What follows belongs to an exercise in optimizing a design on an open flow for small area and a short achievable clock period; a production flow would make more cautious choices.
Only simulation tests tie the RTL to the original design; equivalence was not proved.
The clock port is modelled as an ideal driver, which makes a skipped or thinned clock tree look cheaper than it is; a real chip needs a root buffer or a tree.
Power figures rest on the tool's default switching activity, not on a simulated workload.

Setup of lane 1:
Design vga_top, start of the top module:
module vga_top (
  input  logic              clk_vga,
  input  logic              rst_n,
  input  logic              write_strobe,
  input  logic [11:0]   write_x,
  input  logic [11:0]   write_y,
  input  logic [2:0] write_palette,
  input  logic [5:0]   night_rate,
  output logic              write_busy,
  output logic              rst_screen,
  output logic              hsync,
  output logic              vsync,
  output logic              data_enable,
  output logic [7:0]    red,
  output logic [7:0]    green,
  output logic [7:0]    blue
);
For scale: about 65 I/O pins, roughly 100,000 sq um of cells after synthesis.
==> flow/config.mk <==
export PLATFORM = sky130hd
export DESIGN_NAME = vga_top
export DESIGN_NICKNAME = vga_top
export VERILOG_FILES = /design/flow/design.v
export SDC_FILE = /design/flow/constraint.sdc
export NUM_CORES = 4
export LEC_CHECK = 0
export CAP_MARGIN = 20
export CORE_MARGIN = 2
export CORE_UTILIZATION = 55
export PLACE_DENSITY = 0.65
export SETUP_SLACK_MARGIN = 4.3
export SLEW_MARGIN = 20
export SYNTH_HIERARCHICAL = 1
export SYNTH_MINIMUM_KEEP_SIZE = 0
==> flow/constraint.sdc <==
create_clock -name core_clock -period 6.5 [get_ports {clk_vga}]
set_input_delay 1.3000 -clock core_clock [delete_from_list [all_inputs] [get_ports {clk_vga}]]
set_output_delay 1.3000 -clock core_clock [all_outputs]
set_load 0.01 [all_outputs]
standard.sh (not shown) runs the stock make flow with config.mk's settings and CLKGATE_MAP_FILE= SYNTH_SCRIPT=/design/flow/synth_recipe.tcl, a recipe that flattens the netlist after the stock synthesis.
==> flow/flow/run.sh <==
#!/bin/bash
# Standard ORFS layout with these changes:
#  - flow/post_floorplan.tcl sizes the frame store's write muxes down to a22oi_1;
#  - flow/pre_cts.tcl builds the clock tree by hand (three levels: 4 clkinv_16 roots on
#    the clock port, 20 clkinv_8, about 136 clkbuf_16 leaves over k-means clusters of
#    the flip-flops)
#    in place of TritonCTS;
#  - the port buffers are buf_2.
set -euo pipefail
export POST_FLOORPLAN_TCL="$PWD/flow/post_floorplan.tcl"
export PRE_CTS_TCL="$PWD/flow/pre_cts.tcl"
# port buffers as buf_2 rather than the default (a delay cell)
export BUFFER_PORTS_ARGS="-inputs -outputs -buffer_cell sky130_fd_sc_hd__buf_2"
bash standard.sh > standard.log 2>&1
Other scripts of this flow, unchanged in this note and not shown: flow/flow/mycts.tcl, flow/flow/post_floorplan.tcl, flow/flow/pre_cts.tcl
[inputs] lane 2 vs lane 1
-- flow/design.v --
<<< lane 1, line 171
  end
  logic [23:0] ring_sel;
  logic [1:0][23:0] slot_sel;    
  logic [2:0]  w3_p;
  always_ff @(posedge clk_vga) begin
>>> lane 2, line 171
  end
  logic [23:0] ring_sel;
  logic [23:0] slot_sel;
  logic [2:0]  w3_p;
  always_ff @(posedge clk_vga) begin
<<< lane 1, line 178
                  && w2_rlo[(k % 12) % 4] && w2_rhi[(k % 12) / 4];
    for (int j = 0; j < 24; j++)
      for (int h = 0; h < 2; h++)
        slot_sel[h][j] <= (w2_half == 1'(h)) && w2_dlo[j % 4] && w2_dhi[j / 4];
    w3_p <= w2_p;
  end
  logic [71:0][47:0] q;
  logic [1:0][23:0][2:0] slot_dat;
  always_comb begin
    for (int j = 0; j < 24; j++)
      for (int b = 0; b < 3; b++)
        for (int h = 0; h < 2; h++)
          slot_dat[h][j][b] = slot_sel[h][j] && (w3_p[b] ^ ((((2 * j + 3) % 48) % 4) == 1));
  end
  genvar gk, gb, gp;
>>> lane 2, line 178
                  && w2_rlo[(k % 12) % 4] && w2_rhi[(k % 12) / 4];
    for (int j = 0; j < 24; j++)
      slot_sel[j] <= w2_dlo[j % 4] && w2_dhi[j / 4];
    w3_p <= w2_p;
  end
  logic [71:0][47:0] q;
  logic [23:0][2:0] slot_dat;
  always_comb begin
    for (int j = 0; j < 24; j++)
      for (int b = 0; b < 3; b++)
        slot_dat[j][b] = slot_sel[j] && (w3_p[b] ^ ((((2 * j + 3) % 48) % 4) == 1));
  end
  genvar gk, gb, gp;
<<< lane 1, line 197
        logic       keep_n;
        logic [2:0] d;
        assign keep_n = ~(ring_sel[gk] && slot_sel[gk / 12][J]);
        for (gb = 0; gb < 3; gb++) begin : g_bit
          vga_aoi22 u_mux (
>>> lane 2, line 195
        logic       keep_n;
        logic [2:0] d;
        assign keep_n = ~(ring_sel[gk] && slot_sel[J]);
        for (gb = 0; gb < 3; gb++) begin : g_bit
          vga_aoi22 u_mux (
<<< lane 1, line 203
            .a2 (keep_n),
            .b1 (ring_sel[gk]),
            .b2 (slot_dat[gk / 12][J][gb]),
            .y  (d[gb])
          );
>>> lane 2, line 201
            .a2 (keep_n),
            .b1 (ring_sel[gk]),
            .b2 (slot_dat[J][gb]),
            .y  (d[gb])
          );
[summary]
- On lane 2: slew at the pin closest to its max-slew limit is 0.076 ns lower than what lane 1 gave.
- Against lane 1, synthesized instance count in lane 2 fell slightly.
- Of lane 2 and lane 1, lane 2 shows the higher utilization, with lane 1 below it.
- Lower wire length of the first global-routing pass among lane 2 and lane 1: lane 1
- Compared with lane 1, lane 2 shows die extent in y that has gone down slightly.
- Diff lane 2..lane 1 | overall power | negligible
- [compare] base=lane 1 new=lane 2: logic gate share of total power shows no meaningful change, met2 layer usage reported by global route roughly the same, endpoint arrival time on the critical path up 1.69 ns, final hold slack grew by 0.020 ns, share of the clock period used by the worst path after layout increased 1.6 points.
In every run of this note, the design's own scripts or RTL, not TritonCTS, make the clock network.

========
Setup of run E:
The RTL this note starts from:
==> flow/design.v <==
package vga_pkg;
  localparam int HSIZE = 64;
  localparam int HFP   = 68;
  localparam int HSP   = 72;
  localparam int HMAX  = 80;
  localparam int VSIZE = 24;
  localparam int VFP   = 25;
  localparam int VSP   = 27;
  localparam int VMAX  = 30;
  localparam logic HSPP = 1'b1;
  localparam logic VSPP = 1'b1;
  localparam int FRAME_LEFT   = 8;
  localparam int FRAME_RIGHT  = 56;
  localparam int FRAME_TOP    = 6;
  localparam int FRAME_BOTTOM = 18;
  localparam int FRAME_W      = FRAME_RIGHT - FRAME_LEFT;
  localparam int FRAME_H      = FRAME_BOTTOM - FRAME_TOP;
  localparam int PART_SIZE = FRAME_W * FRAME_H;
  localparam int RAM_DEPTH = 2 * PART_SIZE;
  localparam int SCAN_DELAY      = 4;
  localparam int RST_SCREEN_COLS = 16;
  localparam int SWAP_COL        = 8;
  typedef logic [11:0] coord_t;
  typedef logic [10:0] ram_addr_t;
  typedef logic [2:0]  pal_idx_t;
  typedef logic [5:0]  night_t;
  typedef logic [7:0]  chan_t;
  typedef logic [23:0] rgb_t;
endpackage
`timescale 1ns/1ps
import vga_pkg::*;
module vga_top (
  input  logic              clk_vga,
  input  logic              rst_n,
  input  logic              write_strobe,
  input  logic [11:0]   write_x,
  input  logic [11:0]   write_y,
  input  logic [2:0] write_palette,
  input  logic [5:0]   night_rate,
  output logic              write_busy,
  output logic              rst_screen,
  output logic              hsync,
  output logic              vsync,
  output logic              data_enable,
  output logic [7:0]    red,
  output logic [7:0]    green,
  output logic [7:0]    blue
);
  logic [6:0] px;
  logic [4:0] py;
  logic [5:0] ph;
  logic       shown;
  always_ff @(posedge clk_vga) begin
    if (!rst_n) begin
      px    <= '0;
      py    <= '0;
      ph    <= '0;
      shown <= 1'b0;
    end else begin
      if (px == 7'(HMAX - 1)) begin
        px <= '0;
        py <= (py == 5'(VMAX - 1)) ? 5'd0 : py + 5'd1;
      end else begin
        px <= px + 7'd1;
      end
      ph <= (ph == 6'd47) ? 6'd0 : ph + 6'd1;
      if (py == 5'(VSIZE) && px == 7'(SWAP_COL)) shown <= ~shown;
    end
  end
  always_ff @(posedge clk_vga) begin
    if (!rst_n) rst_screen <= 1'b0;
    else rst_screen <= (py == 5'(VSIZE) && px < 7'(RST_SCREEN_COLS - 1))
                    || (py == 5'(VSIZE - 1) && px == 7'(HMAX - 1));
  end
  logic f_hs, f_vs, f_de, f_win;
  assign f_hs  = (px >= 7'(HFP)) && (px < 7'(HSP));
  assign f_vs  = (py >= 5'(VFP)) && (py < 5'(VSP));
  assign f_de  = (px < 7'(HSIZE)) && (py < 5'(VSIZE));
  assign f_win = (px >= 7'(FRAME_LEFT)) && (px < 7'(FRAME_RIGHT))
              && (py >= 5'(FRAME_TOP)) && (py < 5'(FRAME_BOTTOM));
  logic [2:0] d_hs, d_vs, d_de, d_win;
  always_ff @(posedge clk_vga) begin
    if (!rst_n) begin
      d_hs  <= '0;
      d_vs  <= '0;
      d_de  <= '1;    
      d_win <= '0;
    end else begin
      d_hs  <= {d_hs[1:0],  f_hs};
      d_vs  <= {d_vs[1:0],  f_vs};
      d_de  <= {d_de[1:0],  f_de};
      d_win <= {d_win[1:0], f_win};
    end
  end
  always_ff @(posedge clk_vga) begin
    if (!rst_n) begin
      hsync       <= !HSPP;
      vsync       <= !VSPP;
      data_enable <= 1'b0;
    end else begin
      hsync       <= d_hs[2] ? HSPP : !HSPP;
      vsync       <= d_vs[2] ? VSPP : !VSPP;
      data_enable <= d_de[2];
    end
  end
  logic take;
  assign take = write_strobe && !write_busy && !rst_screen
             && (write_palette != 3'd0)
             && (write_x < 12'(FRAME_W))
             && (write_y < 12'(FRAME_H));
  always_ff @(posedge clk_vga) begin
    if (!rst_n) write_busy <= 1'b0;
    else write_busy <= take || (write_busy && f_win);
  end
  logic       v1;
  logic [5:0] w1_x;
  logic [3:0] w1_y;
  logic [2:0] w1_p;
  always_ff @(posedge clk_vga) begin
    v1   <= rst_n && take;
    w1_x <= write_x[5:0];
    w1_y <= write_y[3:0];
    w1_p <= write_palette;
  end
  logic [6:0] dif;
  logic [5:0] dpos;
  assign dif  = {1'b0, ph} - {1'b0, w1_x};
  assign dpos = dif[6] ? 6'(dif + 7'd48) : dif[5:0];
  logic [4:0] w2_slot;
  logic       w2_half;
  logic [3:0] w2_row;
  logic [2:0] w2_p;
  logic       c_early, c_late0, c_late1;
  always_ff @(posedge clk_vga) begin
    if (v1) begin
      w2_slot <= dpos[5:1];
      w2_half <= ~shown;
      w2_row  <= w1_y;
      w2_p    <= w1_p;
    end
    c_early <= rst_n && v1 && dpos[0];
    c_late0 <= rst_n && v1 && !dpos[0];
    c_late1 <= rst_n && c_late0;
  end
  logic commit;
  assign commit = c_early || c_late1;
  logic [71:0][47:0] q;
  logic [23:0]       ring_sel;
  logic [23:0]       slot_sel;
  always_comb begin
    for (int k = 0; k < 24; k++)
      ring_sel[k] = commit && (w2_half == 1'(k / 12)) && (w2_row == 4'(k % 12));
    for (int j = 0; j < 24; j++)
      slot_sel[j] = (w2_slot == 5'(j));
  end
  genvar gk, gb, gp;
  for (gk = 0; gk < 24; gk++) begin : g_ring
    for (gb = 0; gb < 3; gb++) begin : g_bit
      for (gp = 0; gp < 48; gp++) begin : g_pos
        if (gp % 2 == 1) begin : g_wr
          always_ff @(posedge clk_vga)
            q[gk*3+gb][gp] <= (ring_sel[gk] && slot_sel[((gp + 45) % 48) / 2])
                              ? w2_p[gb] : q[gk*3+gb][(gp + 47) % 48];
        end else begin : g_sh
          always_ff @(posedge clk_vga)
            q[gk*3+gb][gp] <= q[gk*3+gb][(gp + 47) % 48];
        end
      end
    end
  end
  logic [23:0][2:0] tap;
  for (gk = 0; gk < 24; gk++) begin : g_tap
    for (gb = 0; gb < 3; gb++) begin : g_tb
      assign tap[gk][gb] = q[gk*3+gb][(10 + 32 * (gk % 12)) % 48];
    end
  end
  logic [4:0] rrow;
  logic [2:0] ridx;
  assign rrow = py - 5'(FRAME_TOP);
  always_comb begin
    ridx = 3'd0;
    for (int r = 0; r < 12; r++)
      if (rrow == 5'(r)) ridx = shown ? tap[12 + r] : tap[r];
  end
  logic on_r, on_g, on_b;
  always_ff @(posedge clk_vga) begin
    on_r <= (ridx == 3'd1) || (ridx == 3'd4) || (ridx == 3'd6) || (ridx == 3'd7);
    on_g <= (ridx == 3'd2) || (ridx == 3'd4) || (ridx == 3'd5) || (ridx == 3'd7);
    on_b <= (ridx == 3'd3) || (ridx == 3'd5) || (ridx == 3'd6) || (ridx == 3'd7);
  end
  logic [5:0] nr;
  logic [5:0] nneg;
  logic [7:0] lvl;
  always_ff @(posedge clk_vga) nr <= night_rate;
  assign nneg = 6'd0 - nr;
  assign lvl  = (nr == 6'd0) ? 8'hFF : {nneg, 2'b00};
  logic e_r, e_g, e_b;
  assign e_r = d_win[2] ? on_r : d_de[2];
  assign e_g = d_win[2] ? on_g : d_de[2];
  assign e_b = d_win[2] ? on_b : d_de[2];
  always_ff @(posedge clk_vga) begin
    if (!rst_n) begin
      red   <= '0;
      green <= '0;
      blue  <= '0;
    end else begin
      red   <= e_r ? lvl : 8'd0;
      green <= e_g ? lvl : 8'd0;
      blue  <= e_b ? lvl : 8'd0;
    end
  end
endmodule
make LEC_CHECK=0 CAP_MARGIN=20 CORE_MARGIN=2 CORE_UTILIZATION=25 PLACE_DENSITY=0.45 SLEW_MARGIN=20 finish   # period 6.5 ns
run.sh (not shown) runs the stock make flow with config.mk's settings and CLKGATE_MAP_FILE= SYNTH_SCRIPT=/design/flow/synth_recipe.tcl, a recipe that flattens the netlist after the stock synthesis.
Stock flow here: none of the scripts above is used.
Modified inputs, run A compared to run E
-- flow/design.v --
<<< run E, line 160
        if (gp % 2 == 1) begin : g_wr
          always_ff @(posedge clk_vga)
            q[gk*3+gb][gp] <= (ring_sel[gk] && slot_sel[((gp + 45) % 48) / 2])
                              ? w2_p[gb] : q[gk*3+gb][(gp + 47) % 48];
        end else begin : g_sh
          always_ff @(posedge clk_vga)
>>> run A, line 160
        if (gp % 2 == 1) begin : g_wr
          always_ff @(posedge clk_vga)
            q[gk*3+gb][gp] <= ~((ring_sel[gk] && slot_sel[((gp + 45) % 48) / 2])
                                ? (w2_p[gb] ^ (gp % 4 == 1)) : q[gk*3+gb][(gp + 47) % 48]);
        end else begin : g_sh
          always_ff @(posedge clk_vga)
Results
Multiplexer share of the synthesized area: run E and run A compared, higher one is run E
Run A against run E: average detailed-routed wire length per instance went down by about 4%, instance count after placement with tap cells included saw an increase.
Summary — signed area change from the synthesized netlist to the final layout, run A relative to run E: higher, by 1.3 points.
Sort run E and run A by slack of the critical path, descending, and run A comes first.
Run E has higher longest individual stage delay on the worst path than run A.
Run A vs. run E: non-clock buffer share of cell area essentially unchanged; number of non-clock inverters went down 7.4%.

## port drivers added, routing unchanged
How much do the figures lean on ideal ports? The routed layouts below were timed once more, with nothing changed but the port constraints. Step 1 assumes that a clkbuf_16 drives the clock port and a buf_2 every other input. Step 2 moves the port delays by t, midway between the first and last clock arrival at a register: inputs arrive t later, outputs are due t later. That takes back most of the time a late clock gives input paths. Three values: ideal ports, drivers, drivers and shift; two values: the first two.
| run | shift t [ns] | setup WS [ns] | hold WS [ns] | worst register clock-pin slew, ns | worst slew at a driven data input, ns |
|---|---|---|---|---|---|
| lane 1 | 0.734 | 4.219 / 3.913 / 4.073 | 0.272 / 0.267 / 0.267 | 0.11 / 0.11 | 0.06 |
| lane 2 | 0.728 | 4.112 / 3.932 / 3.890 | 0.292 / 0.286 / 0.286 | 0.11 / 0.11 | 0.08 |
| run E | 0.949 | 2.871 / 2.782 / 3.119 | 0.281 / 0.281 / 0.281 | 0.07 / 0.07 | 0.09 |
| run A | 0.990 | 2.965 / 2.866 / 3.123 | 0.292 / 0.292 / 0.292 | 0.07 / 0.07 | 0.07 |
After both steps every run listed still meets setup and hold. For lane 2, which loses most, drivers alone change the setup slack by -0.180 ns; drivers and shift together by -0.222 ns.
